Source: an optimization exercise on an open RTL-to-GDS flow (aim: small area). Production flows keep margins and buffers that such runs may drop.
Where RTL was checked, it was by simulation tests only, not by an equivalence proof against the original.
For run 6, only the layout was checked, not whether the RTL still works.
Power is estimated from default activity; no workload was simulated.

File: flow/config.mk
export PLATFORM = sky130hd
export DESIGN_NAME = alt_sync_ram
export DESIGN_NICKNAME = alt_sync_ram
export VERILOG_FILES = /design/flow/design.v
export SDC_FILE = /design/flow/constraint.sdc
export NUM_CORES = 4
export LEC_CHECK = 0
export CAP_MARGIN = 5
export CORE_MARGIN = 2
export CORE_UTILIZATION = 40
export GPL_TIMING_DRIVEN = 0
export PLACE_DENSITY = 0.7
export SETUP_SLACK_MARGIN = 0.25
export SLEW_MARGIN = 5
export SYNTH_HIERARCHICAL = 1
File: flow/constraint.sdc
create_clock -name core_clock -period 4.0 [get_ports {clock0}]
set_input_delay 0.8000 -clock core_clock [delete_from_list [all_inputs] [get_ports {clock0}]]
set_output_delay 0.8000 -clock core_clock [all_outputs]
set_load 0.01 [all_outputs]
File: flow/design.v
module asr_oai221 (input logic a1, a2, b1, b2, c1, output logic y);
  assign y = ~((a1 | a2) & (b1 | b2) & c1);
endmodule
module asr_nand3 (input logic a, b, c, output logic y);
  assign y = ~(a & b & c);
endmodule
module asr_inv (input logic a, output logic y);
  assign y = ~a;
endmodule
module asr_nor2 (input logic a, b, output logic y);
  assign y = ~(a | b);
endmodule
module asr_nor3 (input logic a, b, c, output logic y);
  assign y = ~(a | b | c);
endmodule
module asr_aoi22 (input logic a1, a2, b1, b2, output logic y);
  assign y = ~((a1 & a2) | (b1 & b2));
endmodule
module asr_oai22 (input logic a1, a2, b1, b2, output logic y);
  assign y = ~((a1 | a2) & (b1 | b2));
endmodule
module asr_nand2 (input logic a, b, output logic y);
  assign y = ~(a & b);
endmodule
module asr_ao22 (input logic a1, a2, b1, b2, output logic y);
  assign y = (a1 & a2) | (b1 & b2);
endmodule
module asr_rcomb (input logic [7:0] p, input logic hold, r, output logic y);
  assign y = (|p) | (hold & r);
endmodule
module alt_sync_ram #(
  parameter int WIDTH         = 64,
  parameter int WIDTHAD       = 4,
  parameter int NUMWORDS      = 1 << WIDTHAD,
  parameter int WIDTH_BYTEENA = 8,
  parameter int OUTDATA_REG   = 1
) (
  input  logic                     clock0,
  input  logic                     aclr0,
  input  logic                     clocken0,
  input  logic                     wren_a,
  input  logic                     wren_b,
  input  logic                     rden_a,
  input  logic                     rden_b,
  input  logic [WIDTHAD-1:0]       address_a,
  input  logic [WIDTHAD-1:0]       address_b,
  input  logic [WIDTH-1:0]         data_a,
  input  logic [WIDTH-1:0]         data_b,
  input  logic [WIDTH_BYTEENA-1:0] byteena_a,
  input  logic [WIDTH_BYTEENA-1:0] byteena_b,
  input  logic                     addressstall_a,
  input  logic                     addressstall_b,
  output logic [WIDTH-1:0]         q_a,
  output logic [WIDTH-1:0]         q_b
);
  localparam int LANE  = WIDTH / WIDTH_BYTEENA;
  localparam int PAIRS = NUMWORDS / 2;
  logic [NUMWORDS-1:0][WIDTH-1:0] mem_n;
  logic [NUMWORDS-1:0][WIDTH-1:0] keep_n;
  logic [NUMWORDS-1:0][WIDTH-1:0] mem_n_nxt;
  genvar gw;
  logic [WIDTHAD-1:0] addr_reg_a, addr_reg_b;
  logic [WIDTHAD-1:0] raddr_a, raddr_b;
  logic [WIDTH-1:0]   rdata_a, rdata_b;
  logic [WIDTH-1:0]   rdata_a_nxt, rdata_b_nxt;
  logic [WIDTH-1:0]   q_a_nxt, q_b_nxt;
  localparam int WSL = 2;
  localparam int RSL = 4;
  logic [WSL-1:0][NUMWORDS-1:0] wdec_a, wdec_b;
  logic [WIDTH_BYTEENA-1:0] wbe_a, wbe_b;
  logic [NUMWORDS-1:0][WIDTH_BYTEENA-1:0] sel_a_n, sel_b_n, hold;
  logic [RSL-1:0][NUMWORDS-1:0] rsel_a_n, rsel_b_n;
  logic ren_a_n, ren_b_n;
  logic cken_n;
  logic rclr_a, rclr_b;
  logic qld_a, qld_b;
  assign raddr_a = addressstall_a ? addr_reg_a : address_a;
  assign raddr_b = addressstall_b ? addr_reg_b : address_b;
  assign ren_a_n = ~(clocken0 & rden_a);
  assign ren_b_n = ~(clocken0 & rden_b);
  assign cken_n  = ~clocken0;
  assign qld_a   = clocken0 & ~rclr_a;
  assign qld_b   = clocken0 & ~rclr_b;
  always_comb
    for (int i = 0; i < WIDTH_BYTEENA; i++) begin
      wbe_a[i] = clocken0 & wren_a & byteena_a[i];
      wbe_b[i] = clocken0 & wren_b & byteena_b[i];
    end
  logic [3:0][WIDTHAD-1:0] dec_in, dec_in_n;
  assign dec_in = {raddr_b, raddr_a, address_b, address_a};
  logic [1:0][3:0] wlo_n, whi_n, rlo, rhi;
  logic [1:0] ren;
  assign ren = {~ren_b_n, ~ren_a_n};
  genvar gp, gj, gx;
  generate
    for (gx = 0; gx < 4; gx++) begin : g_ainv
      for (gj = 0; gj < WIDTHAD; gj++) begin : g_bit
        asr_inv u_inv (.a(dec_in[gx][gj]), .y(dec_in_n[gx][gj]));
      end
    end
    for (gp = 0; gp < 2; gp++) begin : g_pdec
      for (gj = 0; gj < 4; gj++) begin : g_q
        asr_nand2 u_wlo (
          .a(gj[0] ? dec_in[gp][0] : dec_in_n[gp][0]),
          .b(gj[1] ? dec_in[gp][1] : dec_in_n[gp][1]), .y(wlo_n[gp][gj])
        );
        asr_nand2 u_whi (
          .a(gj[0] ? dec_in[gp][2] : dec_in_n[gp][2]),
          .b(gj[1] ? dec_in[gp][3] : dec_in_n[gp][3]), .y(whi_n[gp][gj])
        );
        asr_nor2 u_rlo (
          .a(gj[0] ? dec_in_n[gp+2][0] : dec_in[gp+2][0]),
          .b(gj[1] ? dec_in_n[gp+2][1] : dec_in[gp+2][1]), .y(rlo[gp][gj])
        );
        asr_nor3 u_rhi (
          .a(gj[0] ? dec_in_n[gp+2][2] : dec_in[gp+2][2]),
          .b(gj[1] ? dec_in_n[gp+2][3] : dec_in[gp+2][3]),
          .c(~ren[gp]), .y(rhi[gp][gj])
        );
      end
    end
    for (gw = 0; gw < NUMWORDS; gw++) begin : g_dec
      for (gx = 0; gx < WSL; gx++) begin : g_ws
        asr_nor2  u_wdec_a (.a(wlo_n[0][gw % 4]), .b(whi_n[0][gw / 4]), .y(wdec_a[gx][gw]));
        asr_nor2  u_wdec_b (.a(wlo_n[1][gw % 4]), .b(whi_n[1][gw / 4]), .y(wdec_b[gx][gw]));
      end
      for (gx = 0; gx < RSL; gx++) begin : g_rs
        asr_nand2 u_rsel_a (.a(rlo[0][gw % 4]), .b(rhi[0][gw / 4]), .y(rsel_a_n[gx][gw]));
        asr_nand2 u_rsel_b (.a(rlo[1][gw % 4]), .b(rhi[1][gw / 4]), .y(rsel_b_n[gx][gw]));
      end
    end
  endgenerate
  genvar gi, gb, gk;
  generate
    for (gw = 0; gw < NUMWORDS; gw++) begin : g_word
      for (gi = 0; gi < WIDTH_BYTEENA; gi++) begin : g_lane
        asr_nand2 u_sa (.a(wdec_a[gi*WSL/WIDTH_BYTEENA][gw]), .b(wbe_a[gi]), .y(sel_a_n[gw][gi]));
        asr_nand3 u_sb (.a(wdec_b[gi*WSL/WIDTH_BYTEENA][gw]), .b(wbe_b[gi]), .c(sel_a_n[gw][gi]), .y(sel_b_n[gw][gi]));
        asr_aoi22 u_h (
          .a1(wdec_a[gi*WSL/WIDTH_BYTEENA][gw]), .a2(wbe_a[gi]),
          .b1(wdec_b[gi*WSL/WIDTH_BYTEENA][gw]), .b2(wbe_b[gi]), .y(hold[gw][gi])
        );
      end
      for (gb = 0; gb < WIDTH; gb++) begin : g_bit
        asr_nand2 u_keep (.a(hold[gw][gb/LANE]), .b(mem_n[gw][gb]), .y(keep_n[gw][gb]));
        asr_oai221 u_next (
          .a1(sel_a_n[gw][gb/LANE]), .a2(data_a[gb]),
          .b1(sel_b_n[gw][gb/LANE]), .b2(data_b[gb]),
          .c1(keep_n[gw][gb]),
          .y(mem_n_nxt[gw][gb])
        );
      end
    end
    for (gb = 0; gb < WIDTH; gb++) begin : g_rd
      logic [PAIRS-1:0] pa, pb;
      for (gk = 0; gk < PAIRS; gk++) begin : g_pair
        asr_oai22 u_pa (
          .a1(rsel_a_n[gb*RSL/WIDTH][2*gk]),   .a2(mem_n[2*gk][gb]),
          .b1(rsel_a_n[gb*RSL/WIDTH][2*gk+1]), .b2(mem_n[2*gk+1][gb]), .y(pa[gk])
        );
        asr_oai22 u_pb (
          .a1(rsel_b_n[gb*RSL/WIDTH][2*gk]),   .a2(mem_n[2*gk][gb]),
          .b1(rsel_b_n[gb*RSL/WIDTH][2*gk+1]), .b2(mem_n[2*gk+1][gb]), .y(pb[gk])
        );
      end
      asr_rcomb u_ra (.p(pa), .hold(ren_a_n), .r(rdata_a[gb]), .y(rdata_a_nxt[gb]));
      asr_rcomb u_rb (.p(pb), .hold(ren_b_n), .r(rdata_b[gb]), .y(rdata_b_nxt[gb]));
      asr_ao22  u_qa (.a1(qld_a), .a2(rdata_a[gb]), .b1(cken_n), .b2(q_a[gb]), .y(q_a_nxt[gb]));
      asr_ao22  u_qb (.a1(qld_b), .a2(rdata_b[gb]), .b1(cken_n), .b2(q_b[gb]), .y(q_b_nxt[gb]));
    end
  endgenerate
  always_ff @(posedge clock0) begin
    mem_n <= mem_n_nxt;
  end
  always_ff @(posedge clock0) begin
    if (clocken0) begin
      addr_reg_a <= raddr_a;
      addr_reg_b <= raddr_b;
    end
  end
  always_ff @(posedge clock0) begin
    rdata_a <= rdata_a_nxt;
    rdata_b <= rdata_b_nxt;
  end
  always_ff @(posedge clock0 or posedge aclr0) begin
    if (aclr0) begin
      rclr_a <= 1'b1;
      rclr_b <= 1'b1;
    end else begin
      if (~ren_a_n) rclr_a <= 1'b0;
      if (~ren_b_n) rclr_b <= 1'b0;
    end
  end
  generate
    if (OUTDATA_REG != 0) begin : g_outreg
      always_ff @(posedge clock0 or posedge aclr0) begin
        if (aclr0) begin
          q_a <= '0;
          q_b <= '0;
        end else begin
          q_a <= q_a_nxt;
          q_b <= q_b_nxt;
        end
      end
    end else begin : g_outcomb
      assign q_a = rdata_a;
      assign q_b = rdata_b;
    end
  endgenerate
endmodule
File: flow/flow/run.sh
#!/bin/bash
# Layout flow: the standard flow (standard.sh) with these changes.
#  1. After the standard synthesis, the o221ai, nor3 and a22oi cells that ABC sized up inside the one-gate
#     modules go back to drive strength 1; later repair steps size them up again where timing
#     or slew needs it. Registers are not touched.
#  2. Ports are buffered with the smallest buffer instead of a delay cell.
#  3. Clock tree: clkbuf_8 buffers, larger sink clusters, no dummy loads.
# Each make run writes its full output to a log file here; ORFS keeps its per-step logs under
# orfs/logs.
set -euo pipefail
R=orfs/results/${FLOW_PLATFORM:-sky130hd}/alt_sync_ram/base

bash standard.sh synth > run_synth.log 2>&1

sed -i -E 's/\bsky130_fd_sc_hd__(o221ai|nor3|a22oi)_2\b/sky130_fd_sc_hd__\1_1/g' "$R/1_2_yosys.v"
grep -c "sky130_fd_sc_hd__o221ai_1 " "$R/1_2_yosys.v" > run_resize.log || true

CTS="-sink_clustering_enable -repair_clock_nets -dont_use_dummy_load"
CTS="$CTS -buf_list {sky130_fd_sc_hd__clkbuf_8} -sink_clustering_size 16 -sink_clustering_max_diameter 100"
bash standard.sh "BUFFER_PORTS_ARGS=-buffer_cell sky130_fd_sc_hd__buf_1" "CTS_ARGS=$CTS" \
  finish > run_layout.log 2>&1
File: flow/standard.sh
#!/bin/bash
# synth_recipe.tcl (not shown) runs the flow's synth.tcl, then flattens the netlist and writes it again
# the make line also repeats each setting of config.mk as NAME=value (left out here)
make -C /OpenROAD-flow-scripts/flow DESIGN_CONFIG=/design/flow/config.mk WORK_HOME=/design/flow/orfs CLKGATE_MAP_FILE= SYNTH_SCRIPT=/design/flow/synth_recipe.tcl "${@:-finish}"
==> summary.md, run 1 <==
| Metric | Value |
|---|---|
| Comb pwr share | `around 18%` |
| Max Cap Violations | `7` |
| Pwr per Cell Area | `521 nW/um2` |
| Nets | `slightly above 6000` |
| CTS sink cnt | `about 1300` |
| Number of global-route vias before repair | `approximately 54000` |
| WP data arrival | `around 4500 ps` |
| Total number of vias | `between 50000 and 60000` |
| Hold_sp | `rden_a` |
| Initial antenna violation count | `19` |
| End of the worst register-to-register path | `rdata_b[36]` |
| Final Max Tran Viols | `45` |
| Critical path peak fanout | `36` |
| Die Y | `368 um` |
| Status | `failed layout checks` |
| Finished layout cell area | `slightly below 60000 um2` |
| Clk slew on worst S/H paths | `approximately 100 ps` |
| Net count after synthesis | `slightly below 6000` |
| Reg power frac | `about three fifths` |
| Share of cells above drive strength 1 | `slightly below 3%` |
| Layout filler cell count | `approximately 13000` |
| Skew-Pair Late Insertion Delay | `840 ps` |
| Max Buffers Root-to-Sink | `3` |
| Most frequent cells in the layout | `nand2_1 (1423), dfxtp_1 (1152), o22ai_1 (1024), o221ai_1 (1024), buf_1 (287)` |
| Cts bufs inserted | `90` |
| Fail Reasons | `max-capacitance violations, max-slew violations` |
| Post-DR vias/cell | `~7.4` |
| Fin crit share | `~95%` |
| CP Data Required Time | `~4700 ps` |
| Clk pwr share | `20.8%` |
| Worst Skew | `42.8 ps` |
| Starting Density | `approximately 40%` |
| CTS Root Cell | `clkbuf_8` |
| R2r startpoint | `addr_reg_b[2]` |
| Register area | `around 27000 um2` |
| Row count | `133` |
| Power Total | `roughly 0.030 W` |
| Fmax | `approximately 260 MHz` |
| Crit path launch type | `primary input` |
| CTS tree | `built` |
| Layout Cells excl Fill | `approximately 7800` |
| Synth Instances | `about 5700` |
| Core Area | `131000 um2` |
| Yosys warns | `7` |
| WL/cell | `30.7 um` |
| Synthesized area | `~53000 um2` |
| Die area | `about 140000 um2` |
| Most common cell after layout, fill and taps aside | `nand2_1` |
| Placed Cells | `7728` |
| Area Growth Syn to Fin | `9.83%` |
| Worst hold stages | `2` |
| Static leakage | `approximately 21 nW` |
| Slew margin rel. | `-5.78%` |
| Internal power | `0.0203 W` |
| Slew @ Worst Pin | `~1600 ps` |
| RSZ-0062 raised after global routing | `false` |
| Crit Path Class | `in2reg` |
| Initial DRT Pass Iterations | `18` |
| Placed instance area | `around 57000 um2` |
| Port Buf Inserts | `288` |
| Tmin final | `3800 ps` |
| Multi-input gate area | `roughly 26000 um2` |
| P_sw | `a little under 0.01 W` |
| Crit end category | `flip-flop` |
| Routability cong. | `0.988` |
| Hpwl dp | `161 mm` |
| Min-delay worst type | `in2reg` |
| Sw frac | `approximately 33%` |
| Register-to-register setup slack | `860 ps` |
| GRT Util Overall | `approximately 34%` |
| Iteration-0 DRC Markers | `approximately 9200` |
| R2R cell count | `7` |
| Hold EP | `rclr_a` |
| Die width | `between 300 and 400 um` |
| H-tree depth | `3` |
| Final wirelength | `~240 mm` |
| Post-CTS Setup Inserts | `0` |
| Total gr overflow | `0` |
| Post-DRT Antenna Nets | `0` |
| Largest net degree at the start of global routing | `approximately 70` |
| Ports | `289` |
| DRC errors left | `0` |
| Final Setup Violations | `0` |
| Avg Inst Size Synth | `a little over 9 um2` |
| Hold Violations, Final | `0` |
| Peak supply drop | `slightly above 0.3 mV` |
| First-pass GRT wire length | `~350 mm` |
power by group through the flow:
stage / combinational, W / clock [W] / sequential, W
final: 0.00546 / 0.00630 / 0.0185
after floorplan: 0.00334 / 0 / 0.0180
after CTS: 0.00533 / 0.00631 / 0.0184
after detailed placement: 0.00530 / 0 / 0.0186
after global routing: 0.00596 / 0.00679 / 0.0188
after global placement: 0.00505 / 0 / 0.0185
layer usage:
layer,share of wire [%],up-vias,GRT usage (%),wire length (um)
li1,-,24507,-,-
met1,37,27787,43.4,89300
met2,42,4919,48.9,99900
met3,14,1010,11.5,34700
met4,6.8,20,18.5,16300
met5,0.077,-,0.321,184
critical path, stage by stage:
cell             delay [ps]
clkdlybuf4s15_2         440
buf_6                   300
nand2_4                 490
buf_16                  350
nor3_4                  150
buf_6                   190
nand2_1                 570
o22ai_1                 170
nor4_1                  800
nand3_1                 150
cell type report:
class | instances | area share (%)
Sequential cell | 1290 | 45.7
Multi-Input combinational cell | 4350 | 45.5
Tap cell | 1755 | 3.78
Timing Repair Buffer | 315 | 2.66
Clock buffer | 90 | 2.13
Inverter | 18 | 0.131
Antenna cell | 18 | 0.0775
Buffer | 2 | 0.0388
how the worst max path moves through the flow:
stage / start / end / slack [ps] / cells after the start
final: clocken0 / rdata_a[24] / 200 / 10
after CTS: clocken0 / rdata_a[14] / 340 / 9
after global placement: clocken0 / rdata_b[24] / -5950 / 8
after global routing: clocken0 / rdata_a[3] / 270 / 10
after floorplan: clocken0 / rdata_a[0] / 130 / 7
after detailed placement: clocken0 / rdata_a[24] / -1040 / 9
sequential cells by signal, summed over array words and instances, names as in the netlist:
| register | flops |
|---|---|
| q_a | 64 |
| rdata_b | 64 |
| mem_n | 1024 |
| addr_reg_b | 4 |
| rclr_a | 1 |
| rdata_a | 64 |
| q_b | 64 |
| rclr_b | 1 |
| addr_reg_a | 4 |
metrics by stage:
step | TNS, ps | worst slack [ps] | utilization [%] | hold slack [ps]
final | 0 | 196 | 44.2 | 227
after floorplan | 0 | 135 | - | 439
after global placement | -985990 | -5950 | 42.8 | 452
after CTS | 0 | 344 | 44.2 | 188
after global routing | 0 | 266 | 44.2 | 225
after detailed placement | -145510 | -1040 | 43.2 | 461
what timing repair did:
action,4_1_cts,5_1_grt
gates resized for setup,8,4
pin swaps,0,0
hold buffers,1,0
hold endpoints to repair,6,0
setup endpoints to repair,122,29
==> inputs of run 2 (changes only) <==
--- a/flow/config.mk
+++ b/flow/config.mk
@@ -7,3 +7,3 @@
 export LEC_CHECK = 0
-export CAP_MARGIN = 5
+export CAP_MARGIN = 10
 export CORE_MARGIN = 2
@@ -13,3 +13,3 @@
 export SETUP_SLACK_MARGIN = 0.25
-export SLEW_MARGIN = 5
+export SLEW_MARGIN = 10
 export SYNTH_HIERARCHICAL = 1
==> run 2 against run 1 <==
Against the previous run:
- now clean on timing, DRC and antenna
- largest cell class unchanged
- routed wire length decreased by 0.48%
- global-route usage about the same
- total power about the same
- final cell count about the same
- highest routed layer unchanged
- register-to-register slack improved by 30 ps
- sequential power about the same
- critical endpoint is now rdata_a[31]
- count of clock-buffer cells in the layout unchanged
- critical path depth unchanged
- non-clock buffer count increased by 2
- die area unchanged
- core utilization about the same
==> summary.md, run 2 <==
| Metric | Value |
|---|---|
| Share of cells above drive strength 1 | `about 3.3%` |
| Fin crit share | `between 90% and 100%` |
| Crit path launch type | `primary input` |
| Register area | `around 27000 um2` |
| Routability cong. | `~0.99` |
| First-pass GRT wire length | `348 mm` |
| Placed instance area | `~57000 um2` |
| Core Area | `around 130000 um2` |
| Status | `timing/DRC/antenna clean` |
| WP data arrival | `approximately 4600 ps` |
| Most frequent cells in the layout | `nand2_1 (1418), dfxtp_1 (1152), o22ai_1 (1024), o221ai_1 (1024), buf_1 (287)` |
| Post-CTS Setup Inserts | `0` |
| Hold Violations, Final | `0` |
| Final Max Tran Viols | `0` |
| Post-route setup slack | `between 150 and 200 ps` |
| Iteration-0 DRC Markers | `9696` |
| H-tree depth | `3` |
| Die width | `368 um` |
| Ports | `roughly 290` |
| Row count | `~130` |
| Final hold slack | `~45 ps` |
| Max reg flops | `1024` |
| CTS Hold Bufs | `0` |
| Most common cell after layout, fill and taps aside | `nand2_1` |
| Hpwl dp | `~160 mm` |
| Cts bufs inserted | `90` |
| CTS tree | `built` |
| Setup WS pre-CTS | `-1050 ps` |
| CP Data Required Time | `about 4800 ps` |
| Initial antenna violation count | `19` |
| Post-DRT Antenna Nets | `0` |
| Number of global-route vias before repair | `53452` |
| RSZ-0062 raised after global routing | `true` |
| Register with the most flip-flops | `mem_n` |
| DRC errors left | `0` |
| Die area | `between 100000 and 150000 um2` |
| Skew-Pair Late Insertion Delay | `between 800 and 900 ps` |
| GRT Util Overall | `33.5%` |
| Crit Path Class | `in2reg` |
| Max Cap Violations | `0` |
| Area Growth Syn to Fin | `9.93%` |
| Power Total | `around 0.03 W` |
| Synthesized area | `approximately 53000 um2` |
| Post-DR vias/cell | `about 7.4` |
| Finished layout cell area | `about 58000 um2` |
| Min-delay worst type | `in2async` |
| Worst Skew | `between 40 and 50 ps` |
| Nets | `between 6000 and 7000` |
| Crit end category | `flip-flop` |
| Die Y | `~370 um` |
| Net count after synthesis | `between 5000 and 6000` |
| Fmax | `around 260 MHz` |
| Layout filler cell count | `12719` |
| Starting Density | `~40%` |
| Total gr overflow | `0` |
| Static leakage | `between 20 and 25 nW` |
| Clk slew on worst S/H paths | `about 100 ps` |
| Slew margin rel. | `roughly 4.6%` |
| Initial DRT Pass Iterations | `9` |
| WL/cell | `30.5 um` |
| Critical path peak fanout | `36` |
| CTS sink cnt | `around 1300` |
| Max Buffers Root-to-Sink | `3` |
| Peak supply drop | `approximately 0.36 mV` |
| Port Buf Inserts | `288` |
| Final Setup Violations | `0` |
| Largest net degree at the start of global routing | `a little under 70` |
| Yosys warns | `7` |
| CTS Root Cell | `clkbuf_8` |
| Final wirelength | `roughly 240 mm` |
| Multi-input gate area | `around 26000 um2` |
| Total number of vias | `slightly below 60000` |
| Avg Inst Size Synth | `9.34 um2` |
| Slew @ Worst Pin | `roughly 1400 ps` |
| Tmin final | `about 3800 ps` |
| Synth Instances | `5660` |
| Pwr per Cell Area | `520 nW/um2` |
## run 2: where the power goes
group	switching, W	internal (W)
Sequential	0.00250	0.0160
Combinational	0.00315	0.00232
Clock	0.00430	0.00202
Total	0.00994	0.0203
## run 2: worst max-delay path, stage by stage
cell	delay, ps
clkdlybuf4s15_2	560
buf_6	260
nand2_4	370
buf_16	370
nor3_2	660
buf_6	250
nand2_1	530
o22ai_1	530
nor4_1	110
nand3_1	80
## run 2: final cells by class
| type | instances | share of cell area (%) |
|---|---|---|
| multi-input cells | 4350 | 45.5 |
| clock buffers | 90 | 2.13 |
| inverters | 18 | 0.131 |
| plain buffers | 2 | 0.0387 |
| well taps | 1755 | 3.78 |
| flip-flops and latches | 1290 | 45.7 |
| repair buffers | 317 | 2.71 |
| diodes | 13 | 0.0560 |
## run 2: path summary, 6_finish.rpt
path,from,endpoint,slack [ps],cells after the start
setup / recovery,clocken0,rdata_a[31],160,10
hold / removal,aclr0,q_a[23],40,2
setup reg to reg,addr_reg_b[2],rdata_b[51],890,8
hold reg to reg,rdata_b[27],rdata_b[27],480,2
max in group asynchronous,aclr0,q_a[38],3140,4
min in group core_clock,rden_a,rclr_a,190,2
## run 2: per-stage QoR
step           utilization [%]  instances  TNS (ps)
5_1_grt                   44.3       7827         0
3_5_place_dp              43.2       7730   -151980
4_1_cts                   44.2       7820         0
3_3_place_gp              42.8       7703   -985990
6_report                  44.3       7835         0
2_1_floorplan                -       5660         0
## run 2: routing by layer
| metal | share of wire (%) | vias to the layer above | routed length [um] | track usage, % |
|---|---|---|---|---|
| li1 | - | 24482 | - | - |
| met1 | 37 | 27617 | 89400 | 44.3 |
| met2 | 41 | 5009 | 98500 | 48.4 |
| met3 | 14 | 1000 | 34100 | 9.86 |
| met4 | 7.1 | 18 | 17100 | 19.5 |
| met5 | 0.076 | - | 182 | 0 |
## run 2: repair_timing
item / 4_1_cts / 5_1_grt
endpoints found under the hold margin: 0 / 0
endpoints found under the setup margin: 80 / 11
gates resized for setup: 16 / 2
==> inputs of run 3 (changes only) <==
--- a/flow/config.mk
+++ b/flow/config.mk
@@ -12,3 +12,3 @@
 export PLACE_DENSITY = 0.7
-export SETUP_SLACK_MARGIN = 0.25
+export SETUP_SLACK_MARGIN = 0.35
 export SLEW_MARGIN = 10
==> run 3 against run 2 <==
Against the previous run:
- die area unchanged
- area after synthesis unchanged
- core utilization increased by 0.11 points
- via count about the same
- sequential cell count unchanged
- combinational power about the same
- cell area increased by 0.24%
- largest power group unchanged
==> summary.md, run 3 <==
| Metric | Value |
|---|---|
| CP Data Required Time | `4690 ps` |
| Crit path top cell by count | `buf_6` |
| CTS tree | `built` |
| Final Max Tran Viols | `0` |
| Crit path launch type | `primary input` |
| First-pass GRT wire length | `between 300 and 400 mm` |
| GRT Util Overall | `approximately 34%` |
| Total number of vias | `58125` |
| End of the worst register-to-register path | `rdata_b[51]` |
| R2r startpoint | `addr_reg_b[2]` |
| Worst Skew | `a little over 50 ps` |
| Critical path's slowest cell | `nor4_1` |
| Register with the most flip-flops | `mem_n` |
| Critical path peak fanout | `36` |
| Largest net degree at the start of global routing | `69` |
| Routability cong. | `between 0.9 and 1` |
| Fmax | `about 270 MHz` |
| Register-to-register setup slack | `between 800 and 900 ps` |
| Slew @ Worst Pin | `around 1400 ps` |
| Fin crit share | `a little over nine tenths` |
| Most common cell after layout, fill and taps aside | `nand2_1` |
| R2R cell count | `8` |
| CTS Root Cell | `clkbuf_8` |
| Clk slew on worst S/H paths | `100 ps` |
| Hpwl dp | `roughly 160 mm` |
| Ports | `just under 300` |
| Pwr per Cell Area | `519 nW/um2` |
| Tmin final | `approximately 3800 ps` |
| Static leakage | `21.0 nW` |
| Yosys warns | `7` |
| RSZ-0062 raised after global routing | `false` |
| DRC errors left | `0` |
| Skew-Pair Late Insertion Delay | `~860 ps` |
| Core Area | `about 130000 um2` |
| Max Buffers Root-to-Sink | `3` |
| Setup WS pre-CTS | `-1050 ps` |
| Crit path from | `clocken0` |
| Area Growth Syn to Fin | `10.2%` |
| Total gr overflow | `0` |
| Final Setup Violations | `0` |
| Slew margin rel. | `under 10%` |
| Row count | `133` |
| Port Buf Inserts | `~290` |
| Synthesized area | `around 53000 um2` |
| H-tree depth | `3` |
| Share of cells above drive strength 1 | `between 3 and 4%` |
| Layout filler cell count | `between 10000 and 15000` |
| Max reg flops | `1024` |
| Power Total | `about 0.030 W` |
| Die width | `368 um` |
| Status | `timing/DRC/antenna clean` |
| Net count after synthesis | `5821` |
| Post-DR vias/cell | `about 7.4` |
| Worst path cell trace | `clkdlybuf4s15_2 -> buf_6 -> nand2_4 -> buf_16 -> nor3_4 -> buf_6 -> nand2_1 -> o22ai_1 -> nor4_1 -> nand3_1` |
| Die Y | `368 um` |
| Nets | `6233` |
| Max Cap Violations | `0` |
| Register area | `around 27000 um2` |
| Crit end category | `flip-flop` |
| Crit Path Class | `in2reg` |
| Hold Violations, Final | `0` |
| Die area | `about 140000 um2` |
| Largest stage delay, worst path | `between 700 and 800 ps` |
| Initial DRT Pass Iterations | `10` |
| WL/cell | `between 30 and 40 um` |
| Peak supply drop | `roughly 0.36 mV` |
| Avg Inst Size Synth | `9.34 um2` |
| Synth Instances | `approximately 5700` |
| Final wirelength | `between 200 and 250 mm` |
| Starting Density | `between 40% and 50%` |
| CTS sink cnt | `approximately 1300` |
| Multi-input gate area | `26600 um2` |
| Cts bufs inserted | `90` |
| Most frequent cells in the layout | `nand2_1 (1406), dfxtp_1 (1152), o22ai_1 (1024), o221ai_1 (1024), buf_1 (287)` |
| Initial antenna violation count | `19` |
| WP data arrival | `about 4500 ps` |
| Post-DRT Antenna Nets | `0` |
| Number of global-route vias before repair | `roughly 54000` |
| Post-route setup slack | `between 200 and 250 ps` |
| Iteration-0 DRC Markers | `~10000` |
| Min-delay worst type | `in2async` |
==> run 3: layer usage <==
layer / track usage [%] / wire (um) / up-vias
met5: 0 / 204 / -
met3: 9.97 / 33700 / 990
met1: 44.2 / 89500 / 27709
met4: 19.6 / 16500 / 20
li1: - / - / 24484
met2: 48.5 / 99800 / 4922
==> run 3: layout make-up <==
cell class                      count  area share [%]
Sequential cell                  1290            45.6
Buffer                              2          0.0386
Timing Repair Buffer              320            2.74
Multi-Input combinational cell   4350            45.6
Antenna cell                       16          0.0687
Inverter                           18           0.131
Clock buffer                       90            2.13
Tap cell                         1755            3.77
==> run 3: critical path: cells and delay by family <==
family	cells	cell delay [ps]
simple gates	5	2090
compound gates	1	170
buf+inv	4	1280
==> run 3: report_power, final <==
part           internal, W  leakage [nW]  switching, W
clock network      0.00202         0.647       0.00430
logic              0.00232          9.09       0.00316
registers           0.0160          11.3       0.00250
total               0.0203          21.0       0.00995
==> run 3: timing repair <==
action	4_1_cts	5_1_grt
endpoints found under the setup margin	120	32
hold buffers	0	0
gates resized for setup	25	18
buffers inserted	0	3
pin swaps	0	1
==> run 3: metrics by stage <==
stage | hold WS (ps) | setup TNS [ps] | area [um2] | util, % | cells
5_1_grt | 68.3 | 0 | 58300 | 44.4 | 7831
3_3_place_gp | 452 | -985990 | 56200 | 42.8 | 7703
3_5_place_dp | 461 | -151980 | 56700 | 43.2 | 7730
6_report | 39.1 | 0 | 58300 | 44.4 | 7841
2_1_floorplan | 439 | 0 | 52900 | - | 5660
4_1_cts | 32.7 | 0 | 58100 | 44.2 | 7820
==> run 3: worst max-delay path by stage <==
| stage | endpoint | slack [ps] | depth (start not counted) |
|---|---|---|---|
| 2_1_floorplan | rdata_a[0] | 130 | 7 |
| 3_3_place_gp | rdata_b[24] | -5950 | 8 |
| 3_5_place_dp | rdata_a[24] | -1050 | 9 |
| 4_1_cts | rdata_b[56] | 510 | 10 |
| 5_1_grt | rdata_a[28] | 370 | 10 |
| 6_report | rdata_a[48] | 240 | 10 |
==> inputs of run 4 (changes only) <==
--- a/flow/flow/run.sh
+++ b/flow/flow/run.sh
@@ -18,3 +18,3 @@
 CTS="-sink_clustering_enable -repair_clock_nets -dont_use_dummy_load"
-CTS="$CTS -buf_list {sky130_fd_sc_hd__clkbuf_8} -sink_clustering_size 16 -sink_clustering_max_diameter 100"
+CTS="$CTS -buf_list {sky130_fd_sc_hd__clkbuf_8} -sink_clustering_size 17 -sink_clustering_max_diameter 100"
 bash standard.sh "BUFFER_PORTS_ARGS=-buffer_cell sky130_fd_sc_hd__buf_1" "CTS_ARGS=$CTS" \
==> run 4 against run 3 <==
Against the previous run:
- via count about the same
- count of clock-buffer cells in the layout shrank 5
- sequential power hardly changed
- sequential share of layout area increased by 0.096 points
- fmax fell by 1.9%
- global-route usage is 0.078 points lower
- combinational power barely moved
- register-to-register slack improved by 30 ps
- routed wire length about the same
- cell area down 0.21%
- area after synthesis is the same
- largest power group unchanged
==> summary.md, run 4 <==
| Metric | Value |
|---|---|
| Post-DR vias/cell | `approximately 7.4` |
| CTS sink cnt | `roughly 1300` |
| Final wirelength | `between 200 and 250 mm` |
| Crit Path Class | `in2reg` |
| Layout filler cell count | `around 13000` |
| Yosys warns | `7` |
| WL/cell | `30.6 um` |
| Ports | `about 290` |
| Net count after synthesis | `approximately 5800` |
| Finished layout cell area | `58200 um2` |
| Die Y | `roughly 370 um` |
| Slew @ Worst Pin | `approximately 1400 ps` |
| Total gr overflow | `0` |
| H-tree depth | `3` |
| Max Cap Violations | `0` |
| Post-route setup slack | `approximately 170 ps` |
| GRT Util Overall | `~33%` |
| Die width | `between 300 and 400 um` |
| Hpwl dp | `161 mm` |
| Multi-input gate area | `between 20000 and 30000 um2` |
| Max reg flops | `slightly above 1000` |
| RSZ-0062 raised after global routing | `true` |
| Hold Violations, Final | `0` |
| Max Buffers Root-to-Sink | `3` |
| Synthesized area | `between 50000 and 60000 um2` |
| Post-CTS Setup Inserts | `0` |
| Static leakage | `approximately 21 nW` |
| Total number of vias | `~58000` |
| Routability cong. | `~0.99` |
| Register with the most flip-flops | `mem_n` |
| First-pass GRT wire length | `347 mm` |
| Family with the most delay on the worst path | `simple AND/OR/NAND/NOR gates` |
| Cts bufs inserted | `85` |
| Final Max Tran Viols | `0` |
| CTS Hold Bufs | `0` |
| Crit path top cell by count | `buf_6` |
| Final hold slack | `about 72 ps` |
| Iteration-0 DRC Markers | `between 9000 and 10000` |
| Core Area | `131000 um2` |
| Critical path's slowest cell | `nor4_1` |
| Status | `timing/DRC/antenna clean` |
| Final Setup Violations | `0` |
| CP Buf/Inv Count | `4` |
| Share of cells above drive strength 1 | `under 10%` |
| Placed instance area | `around 57000 um2` |
| Initial DRT Pass Iterations | `7` |
| Port Buf Inserts | `~290` |
| Fmax | `261 MHz` |
| CP Data Required Time | `roughly 4700 ps` |
| Largest stage delay, worst path | `800 ps` |
| Clk slew on worst S/H paths | `110 ps` |
| Slew margin rel. | `around 7.9%` |
| Most common cell after layout, fill and taps aside | `nand2_1` |
| Synth Instances | `approximately 5700` |
| CTS Root Cell | `clkbuf_8` |
| Critical path peak fanout | `36` |
| Post-DRT Antenna Nets | `0` |
| Pwr per Cell Area | `just over 500 nW/um2` |
| Fin crit share | `roughly 96%` |
| Worst Skew | `~31 ps` |
| Worst path cell trace | `clkdlybuf4s15_2 -> buf_6 -> nand2_4 -> buf_16 -> nor3_4 -> buf_6 -> nand2_1 -> o22ai_1 -> nor4_1 -> nand3_1` |
| Largest net degree at the start of global routing | `69` |
| Area Growth Syn to Fin | `9.96%` |
| Most frequent cells in the layout | `nand2_1 (1409), dfxtp_1 (1152), o22ai_1 (1024), o221ai_1 (1024), buf_1 (287)` |
| DRC errors left | `0` |
| Row count | `around 130` |
| Die area | `between 100000 and 150000 um2` |
| Avg Inst Size Synth | `approximately 9.3 um2` |
| Starting Density | `a little over 40%` |
| Peak supply drop | `0.368 mV` |
| Crit path launch type | `primary input` |
| Number of global-route vias before repair | `approximately 54000` |
| Tmin final | `about 3800 ps` |
| Min-delay worst type | `in2async` |
| Power Total | `0.0301 W` |
| WP data arrival | `about 4500 ps` |
| Register area | `around 27000 um2` |
| CTS tree | `built` |
| Initial antenna violation count | `24` |
| Crit end category | `flip-flop` |
| Nets | `slightly above 6000` |
| Skew-Pair Late Insertion Delay | `830 ps` |
| Setup WS pre-CTS | `-1050 ps` |
run 4: worst paths after layout:
| check | from | slack (ps) | endpoint | cells after the start |
|---|---|---|---|---|
| hold reg to reg | rdata_b[34] | 480 | rdata_b[34] | 2 |
| hold / removal | aclr0 | 70 | q_b[63] | 2 |
| setup / recovery | clocken0 | 170 | rdata_a[7] | 10 |
| min in group core_clock | rden_a | 220 | rclr_a | 2 |
| setup reg to reg | addr_reg_b[2] | 920 | rdata_b[51] | 8 |
| max in group asynchronous | aclr0 | 3110 | q_a[46] | 4 |
run 4: cell type report:
| cell class | count | share of cell area (%) |
|---|---|---|
| diodes | 8 | 0.0344 |
| plain buffers | 2 | 0.0387 |
| clock buffers | 85 | 2.01 |
| inverters | 18 | 0.131 |
| multi-input cells | 4350 | 45.7 |
| flip-flops and latches | 1290 | 45.7 |
| well taps | 1755 | 3.78 |
| repair buffers | 316 | 2.68 |
run 4: repair_timing:
item                       4_1_cts  5_1_grt
setup endpoints to repair      121       62
resized for setup               30       11
pin swaps                        0        0
run 4: through the flow:
step,setup TNS (ps),cells,utilization (%)
final,0,7824,44.3
after global routing,0,7819,44.3
after CTS,0,7815,44.2
after detailed placement,-151980,7730,43.2
after global placement,-985990,7703,42.8
after floorplan,0,5660,-
run 4: power breakdown:
group	internal, W	switching, W	leakage, nW
logic	0.00232	0.00315	9.06
registers	0.0160	0.00251	11.3
clock network	0.00191	0.00424	0.611
total	0.0202	0.00990	20.9
run 4: per-layer routing:
metal	up-vias	global-route usage [%]	routed length [um]
met5	-	0.107	163
met4	28	19.4	16900
met3	983	10.9	34100
met2	4918	48.4	99200
met1	27701	43.5	89200
li1	24460	-	-
run 4: worst register-to-register path, stage by stage, from the launching register on:
cell      delay (ps)
edfxtp_1         380
mux2_2           330
inv_1            180
nor3_4           140
buf_4            220
nand2_1          520
o22ai_1          250
nor4_1           790
nand3_1          130
==> inputs of run 5 (changes only) <==
--- a/flow/config.mk
+++ b/flow/config.mk
@@ -12,3 +12,3 @@
 export PLACE_DENSITY = 0.7
-export SETUP_SLACK_MARGIN = 0.35
+export SETUP_SLACK_MARGIN = 0.3
 export SLEW_MARGIN = 10
==> run 5 against run 4 <==
Against the previous run:
- routed wire length about the same
- die area is the same
- sequential power about the same
- fmax grew 0.12%
- final cell count is essentially flat
- synthesized cell count unchanged
- core utilization about the same
- non-clock buffer count unchanged
- count of clock-buffer cells in the layout did not move
- clock power hardly changed
- clock skew is 9.4 ps higher
- critical path type unchanged
- largest cell class unchanged
==> summary.md, run 5 <==
| Metric | Value |
|---|---|
| Status | `timing/DRC/antenna clean` |
| Nets | `approximately 6200` |
| Die area | `135000 um2` |
| Static leakage | `between 20 and 25 nW` |
| Net count after synthesis | `between 5000 and 6000` |
| Iteration-0 DRC Markers | `9690` |
| Critical path peak fanout | `36` |
| Final wirelength | `about 240 mm` |
| Slew @ Worst Pin | `1380 ps` |
| Die Y | `about 370 um` |
| GRT Util Overall | `~33%` |
| Sw frac | `between 30% and 40%` |
| Comb pwr share | `18.2%` |
| P_sw | `~0.01 W` |
| Tmin final | `3820 ps` |
| Area Growth Syn to Fin | `9.90%` |
| Fmax | `approximately 260 MHz` |
| Cts bufs inserted | `85` |
| Register area | `between 20000 and 30000 um2` |
| Max reg flops | `about 1000` |
| Placed instance area | `roughly 57000 um2` |
| Largest net degree at the start of global routing | `69` |
| Ports | `289` |
| Hold Violations, Final | `0` |
| Port Buf Inserts | `between 200 and 300` |
| Final Util | `between 40% and 50%` |
| Power Total | `0.0301 W` |
| Yosys warns | `7` |
| H-tree depth | `3` |
| Post-DR vias/cell | `around 7.4` |
| Clk slew on worst S/H paths | `110 ps` |
| Reg power frac | `between 60% and 70%` |
| Worst Skew | `39.9 ps` |
| Family with the most delay on the worst path | `simple AND/OR/NAND/NOR gates` |
| Max Buffers Root-to-Sink | `3` |
| Layout filler cell count | `~13000` |
| Most common cell after layout, fill and taps aside | `nand2_1` |
| Core Area | `131000 um2` |
| Crit path top cell by count | `buf_6` |
| First-pass GRT wire length | `347 mm` |
| Skew-Pair Late Insertion Delay | `between 800 and 900 ps` |
| Post-DRT Antenna Nets | `0` |
| Synth Instances | `roughly 5700` |
| Row count | `around 130` |
| Register with the most flip-flops | `mem_n` |
| CTS sink cnt | `1290` |
| Slew margin rel. | `7.75%` |
| Final hold slack | `~76 ps` |
| Final Max Tran Viols | `0` |
| Largest stage delay, worst path | `810 ps` |
| Internal power | `0.0202 W` |
| WP data arrival | `between 4000 and 5000 ps` |
| Die width | `368 um` |
| Crit Path Class | `in2reg` |
| Layout Cells excl Fill | `7829` |
| Initial antenna violation count | `23` |
| Synthesized area | `approximately 53000 um2` |
| Initial DRT Pass Iterations | `9` |
| Min-delay worst type | `in2async` |
| Worst path cell trace | `clkdlybuf4s15_2 -> buf_6 -> nand2_4 -> buf_16 -> nor3_4 -> buf_6 -> nand2_1 -> o22ai_1 -> nor4_1 -> nand3_1` |
| Avg Inst Size Synth | `~9.3 um2` |
| CP Buf/Inv Count | `4` |
| Total gr overflow | `0` |
| CTS Root Cell | `clkbuf_8` |
| WL/cell | `30.6 um` |
| Peak supply drop | `0.369 mV` |
| CTS tree | `built` |
| Final Setup Violations | `0` |
| Pwr per Cell Area | `between 500 and 600 nW/um2` |
| Hpwl dp | `around 160 mm` |
| Critical path's slowest cell | `nor4_1` |
| Routability cong. | `0.988` |
| Fin crit share | `around 96%` |
| Number of global-route vias before repair | `roughly 54000` |
| Starting Density | `a little over 40%` |
| Crit path launch type | `primary input` |
| Multi-input gate area | `roughly 27000 um2` |
| Finished layout cell area | `between 50000 and 60000 um2` |
| Most frequent cells in the layout | `nand2_1 (1412), dfxtp_1 (1152), o22ai_1 (1024), o221ai_1 (1024), buf_1 (287)` |
| Clk pwr share | `20.4%` |
| CP Data Required Time | `between 4000 and 5000 ps` |
| Share of cells above drive strength 1 | `between 3 and 4%` |
| RSZ-0062 raised after global routing | `false` |
| Max Cap Violations | `0` |
| DRC errors left | `0` |
| Placed Cells | `between 7000 and 8000` |
| Total number of vias | `58207` |
| Crit end category | `flip-flop` |
==> run 5: changes by cell type in the layout (fill, tap and decap cells not counted), sizes merged <==
cell   previous run  this run
diode             8        13
==> run 5: path summary, 6_finish.rpt <==
kind,cells after the start,start,slack (ps),to
max,10,clocken0,180,rdata_a[3]
min,2,aclr0,80,q_b[63]
max reg2reg,7,addr_reg_b[3],910,rdata_b[36]
min reg2reg,2,rdata_b[21],480,rdata_b[21]
max in group asynchronous,4,aclr0,3090,q_a[46]
min in group core_clock,2,rden_a,220,rclr_a
==> run 5: worst register-to-register path, delay by kind of cell (launching register included) <==
kind,cells,cell delay (ps)
buffers and inverters,1,260
AO/OA/AOI/OAI,1,520
flip-flops,1,370
AND/OR/NAND/NOR,4,1590
multiplexers,1,320
==> run 5: layout make-up <==
cell class,instances,area share (%)
Sequential cell,1290,45.7
Multi-Input combinational cell,4350,45.6
Tap cell,1755,3.78
Timing Repair Buffer,316,2.68
Clock buffer,85,2.01
Inverter,18,0.131
Antenna cell,13,0.0560
Buffer,2,0.0387
==> run 5: per-layer routing <==
metal	part of all wire, %	track usage [%]
met1	37	43.5
met2	42	48.4
met3	14	10.9
met4	6.9	19.4
met5	0.056	0.107
==> run 5: power groups by stage <==
stage | registers (W) | logic, W | clock network (W)
5_1_grt | 0.0188 | 0.00598 | 0.00663
2_1_floorplan | 0.0180 | 0.00334 | 0
4_1_cts | 0.0184 | 0.00534 | 0.00618
6_report | 0.0185 | 0.00547 | 0.00615
3_3_place_gp | 0.0185 | 0.00505 | 0
3_5_place_dp | 0.0186 | 0.00530 | 0
==> run 5: timing repair <==
action	CTS	global route
endpoints found under the setup margin	114	28
resized for setup	24	8
buffers inserted	0	0
hold buffers	0	0
==> run 5: through the flow <==
| step | setup WS [ps] | TNS [ps] |
|---|---|---|
| floorplan | 135 | 0 |
| global placement | -5950 | -985990 |
| detailed placement | -1050 | -151980 |
| CTS | 418 | 0 |
| global route | 304 | 0 |
| finish | 177 | 0 |
==> inputs of run 6 (changes only) <==
==> flow/design.v (replaced) <==
module alt_sync_ram #(
  parameter int WIDTH         = 64,
  parameter int WIDTHAD       = 4,
  parameter int NUMWORDS      = 1 << WIDTHAD,
  parameter int WIDTH_BYTEENA = 8,
  parameter int OUTDATA_REG   = 1
) (
  input  logic                     clock0,
  input  logic                     aclr0,
  input  logic                     clocken0,
  input  logic                     wren_a,
  input  logic                     wren_b,
  input  logic                     rden_a,
  input  logic                     rden_b,
  input  logic [WIDTHAD-1:0]       address_a,
  input  logic [WIDTHAD-1:0]       address_b,
  input  logic [WIDTH-1:0]         data_a,
  input  logic [WIDTH-1:0]         data_b,
  input  logic [WIDTH_BYTEENA-1:0] byteena_a,
  input  logic [WIDTH_BYTEENA-1:0] byteena_b,
  input  logic                     addressstall_a,
  input  logic                     addressstall_b,
  output logic [WIDTH-1:0]         q_a,
  output logic [WIDTH-1:0]         q_b
);
  localparam int LANE = WIDTH / WIDTH_BYTEENA;
  logic [NUMWORDS-1:0][WIDTH-1:0] mem;
  logic [WIDTHAD-1:0] addr_reg_a, addr_reg_b;
  logic [WIDTHAD-1:0] raddr_a, raddr_b;
  logic [WIDTH-1:0]   rword_a, rword_b;
  logic [WIDTH-1:0]   rdata_a, rdata_b;
  assign raddr_a = addressstall_a ? addr_reg_a : address_a;
  assign raddr_b = addressstall_b ? addr_reg_b : address_b;
  assign rword_a = mem[raddr_a];
  assign rword_b = mem[raddr_b];
  always_ff @(posedge clock0) begin
    if (clocken0) begin
      for (int w = 0; w < NUMWORDS; w++) begin
        for (int i = 0; i < WIDTH_BYTEENA; i++) begin
          if (wren_a && byteena_a[i] && address_a == WIDTHAD'(w))
            mem[w][i*LANE +: LANE] <= data_a[i*LANE +: LANE];
          else if (wren_b && byteena_b[i] && address_b == WIDTHAD'(w))
            mem[w][i*LANE +: LANE] <= data_b[i*LANE +: LANE];
        end
      end
    end
  end
  always_ff @(posedge clock0) begin
    if (clocken0) begin
      addr_reg_a <= raddr_a;
      addr_reg_b <= raddr_b;
    end
  end
  always_ff @(posedge clock0 or posedge aclr0) begin
    if (aclr0) begin
      rdata_a <= '0;
      rdata_b <= '0;
    end else if (clocken0) begin
      if (rden_a) rdata_a <= rword_a;
      if (rden_b) rdata_b <= rword_b;
    end
  end
  generate
    if (OUTDATA_REG != 0) begin : g_outreg
      always_ff @(posedge clock0 or posedge aclr0) begin
        if (aclr0) begin
          q_a <= '0;
          q_b <= '0;
        end else if (clocken0) begin
          q_a <= rdata_a;
          q_b <= rdata_b;
        end
      end
    end else begin : g_outcomb
      assign q_a = rdata_a;
      assign q_b = rdata_b;
    end
  endgenerate
endmodule
==> flow/run.sh (new file) <==
#!/bin/bash
# synth_recipe.tcl (not shown) runs the flow's synth.tcl, then flattens the netlist and writes it again
# the make line also repeats each setting of config.mk as NAME=value (left out here)
make -C /OpenROAD-flow-scripts/flow DESIGN_CONFIG=/design/flow/config.mk WORK_HOME=/design/flow/orfs CLKGATE_MAP_FILE= SYNTH_SCRIPT=/design/flow/synth_recipe.tcl finish
==> flow/config.mk (replaced) <==
export PLATFORM = sky130hd
export DESIGN_NAME = alt_sync_ram
export DESIGN_NICKNAME = alt_sync_ram
export VERILOG_FILES = /design/flow/design.v
export SDC_FILE = /design/flow/constraint.sdc
export NUM_CORES = 4
export LEC_CHECK = 0
export CAP_MARGIN = 20
export CORE_MARGIN = 2
export CORE_UTILIZATION = 40
export SLEW_MARGIN = 20
removed: flow/flow/run.sh
removed: flow/standard.sh
==> run 6 against run 5 <==
Against the previous run:
- critical path depth is 4 lower
- register-to-register slack better by 360 ps
- cell area is 61% higher
- non-clock buffer count is 392 higher
- critical endpoint is now mem[750]
- highest routed layer unchanged
==> summary.md, run 6 <==
| Metric | Value |
|---|---|
| Status | `timing/DRC/antenna clean` |
| Critical path peak fanout | `8` |
| Total gr overflow | `0` |
| Area contributors post-synth | `edfxtp_1 (39%), mux2_2 (16%), dfrtp_1 (8.0%), nand2b_1 (7.0%), a22oi_1 (4.9%)` |
| Hold Violations, Final | `0` |
| Row count | `~160` |
| CTS sink cnt | `1288` |
| Min-delay worst type | `in2async` |
| Clk slew on worst S/H paths | `~60 ps` |
| Final wirelength | `~320 mm` |
| Yosys warns | `1` |
| RSZ-0062 raised after global routing | `false` |
| Post-route setup slack | `slightly below 900 ps` |
| Max Cap Violations | `0` |
| Synthesized area | `~80000 um2` |
| GR peak layer | `met2` |
| Synth Instances | `a little over 7000` |
| Sw frac | `between 20% and 30%` |
| Post-DRT Antenna Nets | `0` |
| Most frequent cell after synthesis | `mux2_2` |
| Total number of vias | `roughly 67000` |
| Slew @ Worst Pin | `1310 ps` |
| WL/cell | `approximately 31 um` |
| Most common cell after layout, fill and taps aside | `mux2_2` |
| Skew-Pair Late Insertion Delay | `roughly 840 ps` |
| Max reg flops | `1024` |
| Most used DFF post-synth | `edfxtp_1` |
| Multi-input gate area | `~40000 um2` |
| Die Y | `between 400 and 500 um` |
| Placed Cells | `roughly 9900` |
| Met2 global-route usage | `approximately 47%` |
| Async S/R FF share, synth | `around a fifth` |
| Synthesized flop and latch total | `between 1000 and 1500` |
| Tmin final | `3120 ps` |
| Static leakage | `roughly 32 nW` |
| Routing usage on met3 | `7.37%` |
| CTS Root Cell | `clkbuf_16` |
| Reg power frac | `about two fifths` |
| Die area | `approximately 200000 um2` |
| Fmax | `~320 MHz` |
| Pwr per Cell Area | `approximately 400 nW/um2` |
| DRC errors left | `0` |
| EDFF count, synth | `1032` |
| Post-DR vias/cell | `roughly 6.5` |
| Peak supply drop | `around 0.45 mV` |
| Layout Cells excl Fill | `roughly 10000` |
| M1 GR Usage | `about two fifths` |
| Number of global-route vias before repair | `65335` |
| R2R cell count | `6` |
| Register with the most flip-flops | `mem` |
| Iteration-0 DRC Markers | `8675` |
| Routability cong. | `slightly above 0.9` |
| Initial DRT Pass Iterations | `8` |
| Register area | `around 37000 um2` |
| Net count after synthesis | `7340` |
| Clk pwr share | `roughly 41%` |
| Starting Density | `between 40% and 50%` |
| Final Max Tran Viols | `0` |
| Leading area contributor after synthesis | `edfxtp_1` |
| Avg Inst Size Synth | `approximately 11 um2` |
| Internal power | `roughly 0.027 W` |
| CP Data Required Time | `~4600 ps` |
| Port Buf Inserts | `about 290` |
| Post_cts resized | `0` |
| Top cells by count, synth | `mux2_2 (1142), edfxtp_1 (1032), nand2b_1 (900)` |
| Nets | `7544` |
| H-tree depth | `4` |
| Comb pwr share | `approximately 18%` |
| Post-CTS Setup Inserts | `0` |
| Cts bufs inserted | `between 150 and 200` |
| GRT Util Overall | `a little under a third` |
| Final Util | `46.9%` |
| Core Area | `between 150000 and 200000 um2` |
| Share of cells above drive strength 1 | `26.9%` |
| Final Setup Violations | `0` |
| Post-synth top area share | `roughly two fifths` |
| CTS Hold Bufs | `0` |
| Crit end category | `flip-flop` |
| Sequential area share after synthesis | `46.7%` |
| Hpwl dp | `slightly below 200 mm` |
| Max Buffers Root-to-Sink | `3` |
| Layout filler cell count | `17909` |
| Ports | `roughly 290` |
| CTS tree | `built` |
| P_sw | `approximately 0.010 W` |
| WP data arrival | `roughly 3700 ps` |
| Final hold slack | `approximately 260 ps` |
| Initial antenna violation count | `21` |
| Setup_tns | `0 ps` |
| Most frequent cells in the layout | `mux2_2 (1141), edfxtp_1 (1032), nand2b_1 (898)` |
| Largest net degree at the start of global routing | `187` |
| Crit path launch type | `primary input` |
| Area Growth Syn to Fin | `16.7%` |
| Slew margin rel. | `approximately 12%` |
| Synth cell types | `53` |
| First-pass GRT wire length | `~460 mm` |
| Crit Path Class | `in2reg` |
| Setup WS pre-CTS | `between 200 and 250 ps` |
| Worst Skew | `roughly 48 ps` |
| Fin crit share | `just under 80%` |
| Die width | `roughly 450 um` |
run 6: final cells by class:
cell class	instances	share of cell area [%]
Multi-Input combinational cell	5192	43.0
Sequential cell	1288	40.1
Timing Repair Buffer	710	7.37
Clock buffer	206	4.67
Tap cell	2656	3.56
Clock inverter	82	1.13
Inverter	37	0.161
Antenna cell	17	0.0456
run 6: stage by stage:
stage | cell area [um2] | power, W
after floorplan | 80000 | 0.0196
after global placement | 87900 | 0.0225
after detailed placement | 87900 | 0.0226
after CTS | 93300 | 0.0379
after global routing | 93400 | 0.0389
final | 93400 | 0.0378
run 6: routing by layer:
metal / part of all wire (%) / vias to the layer above / wire length (um)
met3: 11 / 983 / 34500
met5: 0.044 / - / 142
met2: 45 / 4482 / 143000
li1: - / 27811 / -
met1: 38 / 33311 / 122000
met4: 6.3 / 20 / 20000
run 6: power by group through the flow:
stage,Sequential (W),Combinational (W),Clock [W]
3_5_place_dp,0.0161,0.00649,0
3_3_place_gp,0.0161,0.00638,0
5_1_grt,0.0159,0.00697,0.0160
2_1_floorplan,0.0160,0.00364,0
6_report,0.0158,0.00662,0.0153
4_1_cts,0.0158,0.00651,0.0155
run 6: kinds of logic after synthesis:
group	after synthesis	synth area share (%)
AND/OR/NAND/NOR	2139	14.3
AO/OA/AOI/OAI	1737	15.5
multiplexers	1316	19.9
flip-flops	1288	46.7
buffers and inverters	699	3.46
run 6: worst max-delay path, stage by stage:
cell and delay (ps):
clkdlybuf4s50_1 790, nand2b_1 300, or2_2 750, nor2_2 450, buf_4 220, mux2_2 340
run 6: path summary, 6_finish.rpt:
| check | from | to | slack, ps |
|---|---|---|---|
| worst min register to register | rdata_a[36] | rdata_a[36] | 500 |
| worst min-delay path | aclr0 | q_b[35] | 260 |
| worst max register to register | addr_reg_a[0] | rdata_a[28] | 1270 |
| worst max-delay path | address_a[3] | mem[750] | 880 |
| max in group asynchronous | aclr0 | q_b[2] | 2560 |
| min in group core_clock | clocken0 | addr_reg_a[0] | 480 |

==> what the ideal ports hide <==
Ports are ideal in the flow. The routed layouts listed here were re-timed in OpenROAD. Step 1: set_driving_cell puts a clkbuf_16 on clock0 and a buf_2 on each other input, an assumption about the parent block. Step 2 times the ports against the registers' clock, not the clock port: input delays grow and output delays shrink by t, the midpoint of the rising clock arrivals with the driver on. a / b / c = no drivers / after step 1 / after step 2; a / b = the first two.
| run | shift t [ns] | setup WS [ns] | hold WS [ns] | worst setup path at the end | cell pins on the clock port's net |
|---|---|---|---|---|---|
| run 1 | 0.901 | 0.196 / 0.248 / -0.653 | 0.227 / 0.183 / 0.477 | input to register | 1 |
| run 2 | 0.905 | 0.164 / 0.216 / -0.690 | 0.045 / 0.005 / 0.477 | input to register | 1 |
| run 3 | 0.909 | 0.244 / 0.295 / -0.614 | 0.039 / 0.001 / 0.477 | input to register | 1 |
| run 4 | 0.889 | 0.173 / 0.224 / -0.666 | 0.072 / 0.033 / 0.478 | input to register | 1 |
| run 5 | 0.890 | 0.177 / 0.231 / -0.659 | 0.076 / 0.034 / 0.479 | input to register | 1 |
| run 6 | 0.906 | 0.879 / 0.941 / 0.035 | 0.256 / 0.194 / 0.495 | input to register | 1 |
The setup slack of run 3, which loses most, moves by +0.051 ns with the drivers and by -0.858 ns with both steps.
